From an optimization exercise on the open Yosys and OpenROAD flow, aimed at small area; shortcuts taken in it are not production practice.
Only simulation tests tie the RTL to the original design; equivalence was not proved.
Power figures rest on the tool's default switching activity, not on a simulated workload.

==> inputs of xenon <==
==> flow/design.v (excerpt) <==
module wvf_acq_top
(
  input  logic                  lclk,
  input  logic                  lclk_rst,
  input  logic [ADC_W-1:0]      i_adc_sample,
  input  logic [ADC_W-1:0]      i_thresh,
  input  logic                  i_trig_en,
  input  logic                  i_sw_trig,
  input  logic [POST_LEN_W-1:0] i_post_len,
  input  logic                  i_rdout_ready,
  output logic                  o_rdout_valid,
  output logic [WORD_W-1:0]     o_rdout_word,
  output logic                  o_rdout_last
);
  localparam int HX_W = 1 + POST_LEN_W + (LTC_W - ADC_W);
  localparam logic [LEN_W-1:0] CAPT_IDLE = LEN_W'(-(PRE_LEN + 1));
  localparam logic [LEN_W-1:0] SAMP_HDR  = LEN_W'(-PRE_LEN);
  logic [LTC_W-1:0] ltc;
  logic [ADC_W-1:0] dly [PRE_LEN+1];
  logic             thresh_hit, trig_fire, trig_accept;
  logic             capt_busy, wr_en;
  logic [LEN_W-1:0] capt_cnt;
  logic             store_en;
  logic [ADC_W-1:0] store_lo;
  always_ff @(posedge lclk) begin
    if (lclk_rst) ltc <= '0;
    else          ltc <= ltc + 1'b1;
  end
  logic hist_v1, hist_v5;    
  always_ff @(posedge lclk) begin
  ...
==> module wvf_acq_top, before the edit <==
module wvf_acq_top
(
  input  logic                  lclk,
  input  logic                  lclk_rst,
  input  logic [ADC_W-1:0]      i_adc_sample,
  input  logic [ADC_W-1:0]      i_thresh,
  input  logic                  i_trig_en,
  input  logic                  i_sw_trig,
  input  logic [POST_LEN_W-1:0] i_post_len,
  input  logic                  i_rdout_ready,
  output logic                  o_rdout_valid,
  output logic [WORD_W-1:0]     o_rdout_word,
  output logic                  o_rdout_last
);
  localparam int HX_W = 1 + POST_LEN_W + (LTC_W - ADC_W);
  localparam logic [LEN_W-1:0] CAPT_IDLE = LEN_W'(-(PRE_LEN + 1));
  localparam logic [LEN_W-1:0] SAMP_HDR  = LEN_W'(-PRE_LEN);
  logic [LTC_W-1:0] ltc;
  logic [ADC_W-1:0] dly [PRE_LEN+1];
  logic             thresh_hit, trig_fire, trig_accept;
  logic             capt_busy, wr_en;
  logic [LEN_W-1:0] capt_cnt;
  logic             store_en;
  logic [ADC_W-1:0] store_lo;
  always_ff @(posedge lclk) begin
    if (lclk_rst) ltc <= '0;
    else          ltc <= ltc + 1'b1;
  end
  logic hist_v1, hist_v5;    
  always_ff @(posedge lclk) begin
    dly[0] <= i_adc_sample;
    for (int i = 1; i <= PRE_LEN; i++) dly[i] <= dly[i-1];
  end
  always_ff @(posedge lclk) begin
    if (lclk_rst) begin
      hist_v1 <= 1'b0;
      hist_v5 <= 1'b0;
    end else begin
      hist_v1 <= 1'b1;
      if (ltc[2]) hist_v5 <= 1'b1;
    end
  end
  logic [6:0] pcnt;     
  logic       ret;      
  logic       pop;
  assign wr_en     = (capt_cnt != CAPT_IDLE);
  assign capt_busy = wr_en && (capt_cnt != CAPT_IDLE + 1'b1);
  assign thresh_hit = i_trig_en && (i_adc_sample >= i_thresh) &&
                      (hist_v1 ? (dly[0] < i_thresh) : (i_thresh != 0));
  assign trig_fire  = thresh_hit || i_sw_trig;
  assign trig_accept = trig_fire && !wr_en &&
                       ({1'b0, pcnt} + 8'(ret) + 8'(i_post_len) <= 8'(BUF_DEPTH - PRE_LEN - 1));
  always_ff @(posedge lclk) begin
    if (lclk_rst)         capt_cnt <= CAPT_IDLE;
    else if (wr_en)       capt_cnt <= capt_cnt - 1'b1;
    else if (trig_accept) capt_cnt <= LEN_W'(i_post_len);
  end
  assign store_en = capt_busy || trig_accept;
  assign store_lo = capt_busy ? (hist_v5 ? dly[PRE_LEN] : '0) : ltc[ADC_W-1:0];
  logic [ADC_W-1:0] mem [BUF_DEPTH];
  logic [HX_W-1:0]  hmem [HDR_DEPTH];
  logic [3:0]       hcnt;
  always_ff @(posedge lclk) begin
    if (store_en) begin
      mem[0] <= store_lo;
      for (int i = 1; i < BUF_DEPTH; i++) mem[i] <= mem[i-1];
    end
  end
  always_ff @(posedge lclk) begin
    if (trig_accept) begin
      hmem[0] <= {i_sw_trig, i_post_len, ltc[LTC_W-1:ADC_W]};
      for (int i = 1; i < HDR_DEPTH; i++) hmem[i] <= hmem[i-1];
    end
  end
  logic [ADC_W-1:0] head_lo;
  logic [HX_W-1:0]  head_hx;
  always_comb begin
    head_lo = '0;
    for (int i = 0; i < BUF_DEPTH; i++)
      if (pcnt[5:0] == 6'(i + 1)) head_lo = head_lo | mem[i];
    head_hx = '0;
    for (int i = 0; i < HDR_DEPTH; i++)
      if (hcnt == 4'(i + 1)) head_hx = head_hx | hmem[i];
  end
  logic             out_valid;
  logic [ADC_W-1:0] out_lo;
  logic [HX_W:0]    out_hx;      
  logic [LEN_W-1:0] samp_cnt;
  logic             is_hdr, hdr_pop;
  logic [LEN_W-1:0] head_n;
  assign is_hdr  = (samp_cnt == SAMP_HDR);
  assign pop     = (pcnt > 7'(wr_en)) && (!out_valid || i_rdout_ready);
  assign hdr_pop = pop && is_hdr;
  assign head_n  = LEN_W'(PRE_LEN) + LEN_W'(head_hx[HX_W-2 -: POST_LEN_W]);
  always_ff @(posedge lclk) begin
    if (lclk_rst) begin
      pcnt <= '0;
      hcnt <= '0;
      ret  <= 1'b0;
    end else begin
      pcnt <= pcnt + 7'(store_en) - 7'(pop);
      hcnt <= hcnt + 4'(trig_accept) - 4'(hdr_pop);
      ret  <= pop;
    end
  end
  always_ff @(posedge lclk) begin
    if (lclk_rst) begin
      out_valid <= 1'b0;
      samp_cnt  <= SAMP_HDR;
    end else if (pop) begin
      out_valid <= 1'b1;
      if (is_hdr) samp_cnt <= LEN_W'(head_hx[HX_W-2 -: POST_LEN_W]);
      else        samp_cnt <= samp_cnt - 1'b1;
    end else if (i_rdout_ready) begin
      out_valid <= 1'b0;
    end
  end
  always_ff @(posedge lclk) begin
    if (pop) begin
      out_lo <= head_lo;
      out_hx <= is_hdr ? {head_hx[HX_W-1], head_n, head_hx[LTC_W-ADC_W-1:0]} : '0;
    end
  end
  assign o_rdout_valid = out_valid;
  assign o_rdout_word  = {(|out_hx[LTC_W-ADC_W+LEN_W-1 -: LEN_W-2]), out_hx, out_lo};
  assign o_rdout_last  = is_hdr;
endmodule
clock: 8.0 ns
lec_check: 0
cap_margin: 20
core_margin: 2
core_utilization: 65
place_density: 0.75
slew_margin: 20
standard.sh (not shown) runs the stock make flow with config.mk's settings and CLKGATE_MAP_FILE= SYNTH_SCRIPT=/design/flow/synth_recipe.tcl, a recipe that flattens the netlist after the stock synthesis.
==> flow/flow/run.sh <==
#!/bin/bash
# Own layout flow: the standard flow, with these changes.
#  1. After the standard synthesis, the combinational logic (every cell but
#     the flip-flops and tie cells) is mapped again by ABC with an area-
#     oriented script (flow/remap.abc). Registers keep their instances,
#     names and cell types; only the logic between them is rebuilt.
#     Combinational cells driving 10 or more loads then get drive
#     strength 2 (flow/upsize.py), so fewer long nets need buffers.
#  2. The clock tree uses clkbuf_8 buffers in clusters of up to 18 sinks,
#     without CTS's dummy balancing loads.
#  3. Ports are buffered with buf_1 instead of the default buffer cell.
# Each tool's full output goes to a log file of its own in this folder.
set -euo pipefail
W=$PWD
F=$W/flow
R=$W/orfs/results/$FLOW_PLATFORM/wvf_acq_top/base
LIB=$FLOW_HOME/platforms/$FLOW_PLATFORM/lib/sky130_fd_sc_hd__tt_025C_1v80.lib
YOSYS=$FLOW_HOME/../tools/install/yosys/bin/yosys
command -v yosys >/dev/null 2>&1 && YOSYS=$(command -v yosys)

# 1. standard synthesis, unchanged
bash standard.sh synth > $W/flow_1_synth.log 2>&1
cp $R/1_2_yosys.v $W/synth_standard.v

# re-map the combinational logic
$YOSYS -p "
read_liberty -ignore_miss_func $LIB
blackbox sky130_fd_sc_hd__*df* sky130_fd_sc_hd__conb_1
read_verilog $W/synth_standard.v
hierarchy -top $FLOW_TOP
tee -q -o $W/remap_stat_before.txt stat -liberty $LIB
flatten
rename -hide w:*.*
opt_clean -purge
abc -script $F/remap.abc -liberty $LIB -dont_use *probe* -dont_use *lpflow* -D $(awk "BEGIN{print $FLOW_PERIOD_NS*1000}")
opt_clean -purge
hilomap -singleton -hicell sky130_fd_sc_hd__conb_1 HI -locell sky130_fd_sc_hd__conb_1 LO
tee -q -o $W/remap_stat_after.txt stat -liberty $LIB
write_verilog -noattr -nohex -nodec $W/synth_remap.v
" > $W/flow_1_remap_yosys.log 2>&1

# combinational cells that drive 10 or more loads get drive strength 2
python3 $F/upsize.py $W/synth_remap.v $W/synth_remap_up.v $LIB 10 > $W/flow_1_upsize.log 2>&1
mv $W/synth_remap_up.v $W/synth_remap.v

# the re-mapped netlist, read against the library's cells, must be fully mapped
$YOSYS -p "
read_liberty -lib $LIB
read_verilog $W/synth_remap.v
hierarchy -check -top $FLOW_TOP
check -assert -mapped
tee -q -o $W/remap_stat_check.txt stat -liberty $LIB
" > $W/flow_1_remap_check.log 2>&1

# the flip-flops must be the same instances in the same cells
grep -E '^\s*sky130_fd_sc_hd__\S*df\S* ' $W/synth_standard.v | sort > $W/ff_before.txt
grep -E '^\s*sky130_fd_sc_hd__\S*df\S* ' $W/synth_remap.v | sort > $W/ff_after.txt
cmp $W/ff_before.txt $W/ff_after.txt

cp $W/synth_remap.v $R/1_2_yosys.v
touch $R/1_2_yosys.v
rm -f $R/1_synth.odb

# 2, 3: the rest of the standard flow
export CTS_ARGS="-sink_clustering_enable -repair_clock_nets -dont_use_dummy_load -buf_list sky130_fd_sc_hd__clkbuf_8 -sink_clustering_size 18 -sink_clustering_max_diameter 60"
export BUFFER_PORTS_ARGS="-buffer_cell sky130_fd_sc_hd__buf_1"
bash standard.sh finish > $W/flow_2_layout.log 2>&1
==> flow/flow/upsize.py <==
#!/usr/bin/env python3
"""Give a stronger drive strength to combinational cells that drive many
loads in a Yosys-written gate netlist (drive strength only; same function).
usage: upsize.py in.v out.v liberty min_fanout"""
import re, sys
src, dst, lib, minfo = sys.argv[1], sys.argv[2], sys.argv[3], int(sys.argv[4])
cells = set(re.findall(r'cell\s*\(\s*"?(sky130_fd_sc_hd__\w+)"?\s*\)', open(lib).read()))
text = open(src).read()
inst_re = re.compile(r'^(\s*)(sky130_fd_sc_hd__\w+)\s+(\S+)\s*\((.*?)\);', re.M | re.S)
pin_re = re.compile(r'\.(\w+)\(([^()]*)\)')
OUTS = {'X', 'Y', 'Q', 'Q_N', 'HI', 'LO', 'COUT', 'SUM'}
insts = []
loads = {}
for m in inst_re.finditer(text):
    pins = pin_re.findall(m.group(4))
    insts.append((m, pins))
    for p, n in pins:
        if p not in OUTS:
            loads[n.strip()] = loads.get(n.strip(), 0) + 1
out, last, changed = [], 0, 0
for m, pins in insts:
    cell = m.group(2)
    new = cell
    mm = re.match(r'(sky130_fd_sc_hd__\w+?)_(\d+)$', cell)
    outs = [n.strip() for p, n in pins if p in OUTS]
    if mm and 'df' not in cell and 'conb' not in cell and outs:
        fo = max(loads.get(n, 0) for n in outs)
        if fo >= minfo and int(mm.group(2)) < 2 and mm.group(1) + '_2' in cells:
            new = mm.group(1) + '_2'
    out.append(text[last:m.start(2)])
    out.append(new)
    last = m.end(2)
    changed += new != cell
out.append(text[last:])
open(dst, 'w').write(''.join(out))
print(f"upsized {changed} cells with fanout >= {minfo}")
Other scripts of this flow, unchanged in this note and not shown: flow/flow/remap.abc
==> quartz: changes against xenon <==
--- a/flow/design.v
+++ b/flow/design.v
@@ -91,7 +91,7 @@
   always_comb begin
     head_lo = '0;
     for (int i = 0; i < BUF_DEPTH; i++)
-      if (pcnt[5:0] == 6'(i + 1)) head_lo = head_lo | mem[i];
+      if (pcnt == 7'(i + 1)) head_lo = head_lo | mem[i];
     head_hx = '0;
     for (int i = 0; i < HDR_DEPTH; i++)
       if (hcnt == 4'(i + 1)) head_hx = head_hx | hmem[i];
--- a/flow/flow/run.sh
+++ b/flow/flow/run.sh
@@ -1,14 +1,14 @@
 #!/bin/bash
-# Own layout flow: the standard flow, with these changes.
+# Own layout flow: the standard flow, with three changes.
 #  1. After the standard synthesis, the combinational logic (every cell but
 #     the flip-flops and tie cells) is mapped again by ABC with an area-
 #     oriented script (flow/remap.abc). Registers keep their instances,
 #     names and cell types; only the logic between them is rebuilt.
-#     Combinational cells driving 10 or more loads then get drive
-#     strength 2 (flow/upsize.py), so fewer long nets need buffers.
 #  2. The clock tree uses clkbuf_8 buffers in clusters of up to 18 sinks,
 #     without CTS's dummy balancing loads.
 #  3. Ports are buffered with buf_1 instead of the default buffer cell.
+#  4. After global routing, cells on paths with slack are downsized
+#     (RECOVER_POWER).
 # Each tool's full output goes to a log file of its own in this folder.
 set -euo pipefail
 W=$PWD
@@ -39,10 +39,6 @@
 write_verilog -noattr -nohex -nodec $W/synth_remap.v
 " > $W/flow_1_remap_yosys.log 2>&1
 
-# combinational cells that drive 10 or more loads get drive strength 2
-python3 $F/upsize.py $W/synth_remap.v $W/synth_remap_up.v $LIB 10 > $W/flow_1_upsize.log 2>&1
-mv $W/synth_remap_up.v $W/synth_remap.v
-
 # the re-mapped netlist, read against the library's cells, must be fully mapped
 $YOSYS -p "
 read_liberty -lib $LIB
@@ -64,4 +60,5 @@
 # 2, 3: the rest of the standard flow
 export CTS_ARGS="-sink_clustering_enable -repair_clock_nets -dont_use_dummy_load -buf_list sky130_fd_sc_hd__clkbuf_8 -sink_clustering_size 18 -sink_clustering_max_diameter 60"
 export BUFFER_PORTS_ARGS="-buffer_cell sky130_fd_sc_hd__buf_1"
+export RECOVER_POWER=100
 bash standard.sh finish > $W/flow_2_layout.log 2>&1
removed: flow/flow/upsize.py
==> lagoon: changes against xenon <==
--- a/flow/flow/run.sh
+++ b/flow/flow/run.sh
@@ -6,7 +6,7 @@
 #     names and cell types; only the logic between them is rebuilt.
 #     Combinational cells driving 10 or more loads then get drive
 #     strength 2 (flow/upsize.py), so fewer long nets need buffers.
-#  2. The clock tree uses clkbuf_8 buffers in clusters of up to 18 sinks,
+#  2. The clock tree uses clkbuf_8 buffers in clusters of up to 16 sinks,
 #     without CTS's dummy balancing loads.
 #  3. Ports are buffered with buf_1 instead of the default buffer cell.
 # Each tool's full output goes to a log file of its own in this folder.
@@ -62,6 +62,6 @@
 rm -f $R/1_synth.odb
 
 # 2, 3: the rest of the standard flow
-export CTS_ARGS="-sink_clustering_enable -repair_clock_nets -dont_use_dummy_load -buf_list sky130_fd_sc_hd__clkbuf_8 -sink_clustering_size 18 -sink_clustering_max_diameter 60"
+export CTS_ARGS="-sink_clustering_enable -repair_clock_nets -dont_use_dummy_load -buf_list sky130_fd_sc_hd__clkbuf_8 -sink_clustering_size 16 -sink_clustering_max_diameter 60"
 export BUFFER_PORTS_ARGS="-buffer_cell sky130_fd_sc_hd__buf_1"
 bash standard.sh finish > $W/flow_2_layout.log 2>&1
==> notes <==
xenon produced a clean layout. lagoon produced a clean layout. quartz ran to the end with violations: capacitance limit, slew limit. In quartz the register-to-register slack is lower than in xenon, by 1200 ps. The lowest cell count belongs to xenon, the highest to quartz. Combinational power is about the same in xenon and lagoon. Power, highest first: quartz, lagoon, xenon. In area after synthesis, xenon and lagoon do not differ. In lagoon the worst hold slack is better than in xenon, by 9.5 ps. Sequential share of layout area, highest first: quartz, xenon, lagoon. In lagoon the design area is higher than in xenon, by about 0.27%.
==> figures <==
| quantity | quartz | lagoon | xenon |
|---|---|---|---|
| Reg2reg end | mem[12][6]$_DFFE_PN_ | pcnt[5]$_SDFF_PP0_ | pcnt[5]$_SDFF_PP0_ |
| Internal power component | 0.01299 W | 0.01274 W | 0.01265 W |
| Area of the mapped netlist | 0.03954 mm2 | 0.03972 mm2 | 0.03972 mm2 |
| Number of cells on the critical path | 11 | 9 | 9 |
| Count of non-filler cells in the finished layout | 3,213 | 3,211 | 3,199 |
| CP Capture Point | mem[12][6]$_DFFE_PN_ | hmem[7][0]$_DFFE_PP_ | hmem[6][10]$_DFFE_PP_ |
| Result of the run | finished with violations | complete, no violations | complete, no violations |
| Reasons for failing layout checks | capacitance limit, slew limit | - | - |
| CP most frequent cell | sky130_fd_sc_hd__maj3_1 | sky130_fd_sc_hd__a211oi_1 | sky130_fd_sc_hd__a211oi_1 |
| P_comb | 0.00384 W | 0.00377 W | 0.00377 W |
| Leakage power | 14.13 nW | 14.13 nW | 14.07 nW |
| Number of fillers in the final layout | 3,763 | 3,697 | 3,700 |
| Clock group power | 0.00249 W | 0.00261 W | 0.00248 W |
| Clock transition at the register clock pins on the worst setup and hold paths after CTS | 120 ps | 90 ps | 100 ps |
| Repair and plain buffers | 166 | 148 | 148 |
| Max-slew violation count | 517 | 0 | 0 |
| Worst reg-to-reg setup slack | 2530 ps | 3640 ps | 3680 ps |
| Launch point of the worst reg-to-reg path | dly[0][0]$_DFF_P_ | pcnt[2]$_SDFF_PP0_ | pcnt[2]$_SDFF_PP0_ |
| Final design area excluding fillers | 0.04263 mm2 | 0.04280 mm2 | 0.04268 mm2 |

port drivers added, routing unchanged:
The results above use ideal ports. As a check the final layouts listed here were re-extracted and re-timed, cells and wires unchanged. Step 1 (the two cells are an assumption about what drives the block):
set clk [get_ports {lclk}]
set_driving_cell -lib_cell sky130_fd_sc_hd__clkbuf_16 $clk
set_driving_cell -lib_cell sky130_fd_sc_hd__buf_2 [delete_from_list [all_inputs] $clk]
Step 2 also shifts input and output timing later by t, the mid clock arrival at the registers, as if the neighbouring blocks saw the same clock. Three values: no drivers, after step 1, after step 2; two values: the first two.
run | shift t [ns] | setup WS [ns] | hold slack, ns | pins driven straight from the clock port
xenon | 0.738 | 3.382 / 3.422 / 2.684 | 0.288 / 0.288 / 0.288 | 1
quartz | 0.750 | 1.781 / 1.815 / 1.065 | 0.316 / 0.316 / 0.316 | 1
lagoon | 0.750 | 3.378 / 3.419 / 2.669 | 0.298 / 0.298 / 0.298 | 1
The setup slack of quartz, which loses most, moves by +0.034 ns with the drivers and by -0.716 ns with both steps.
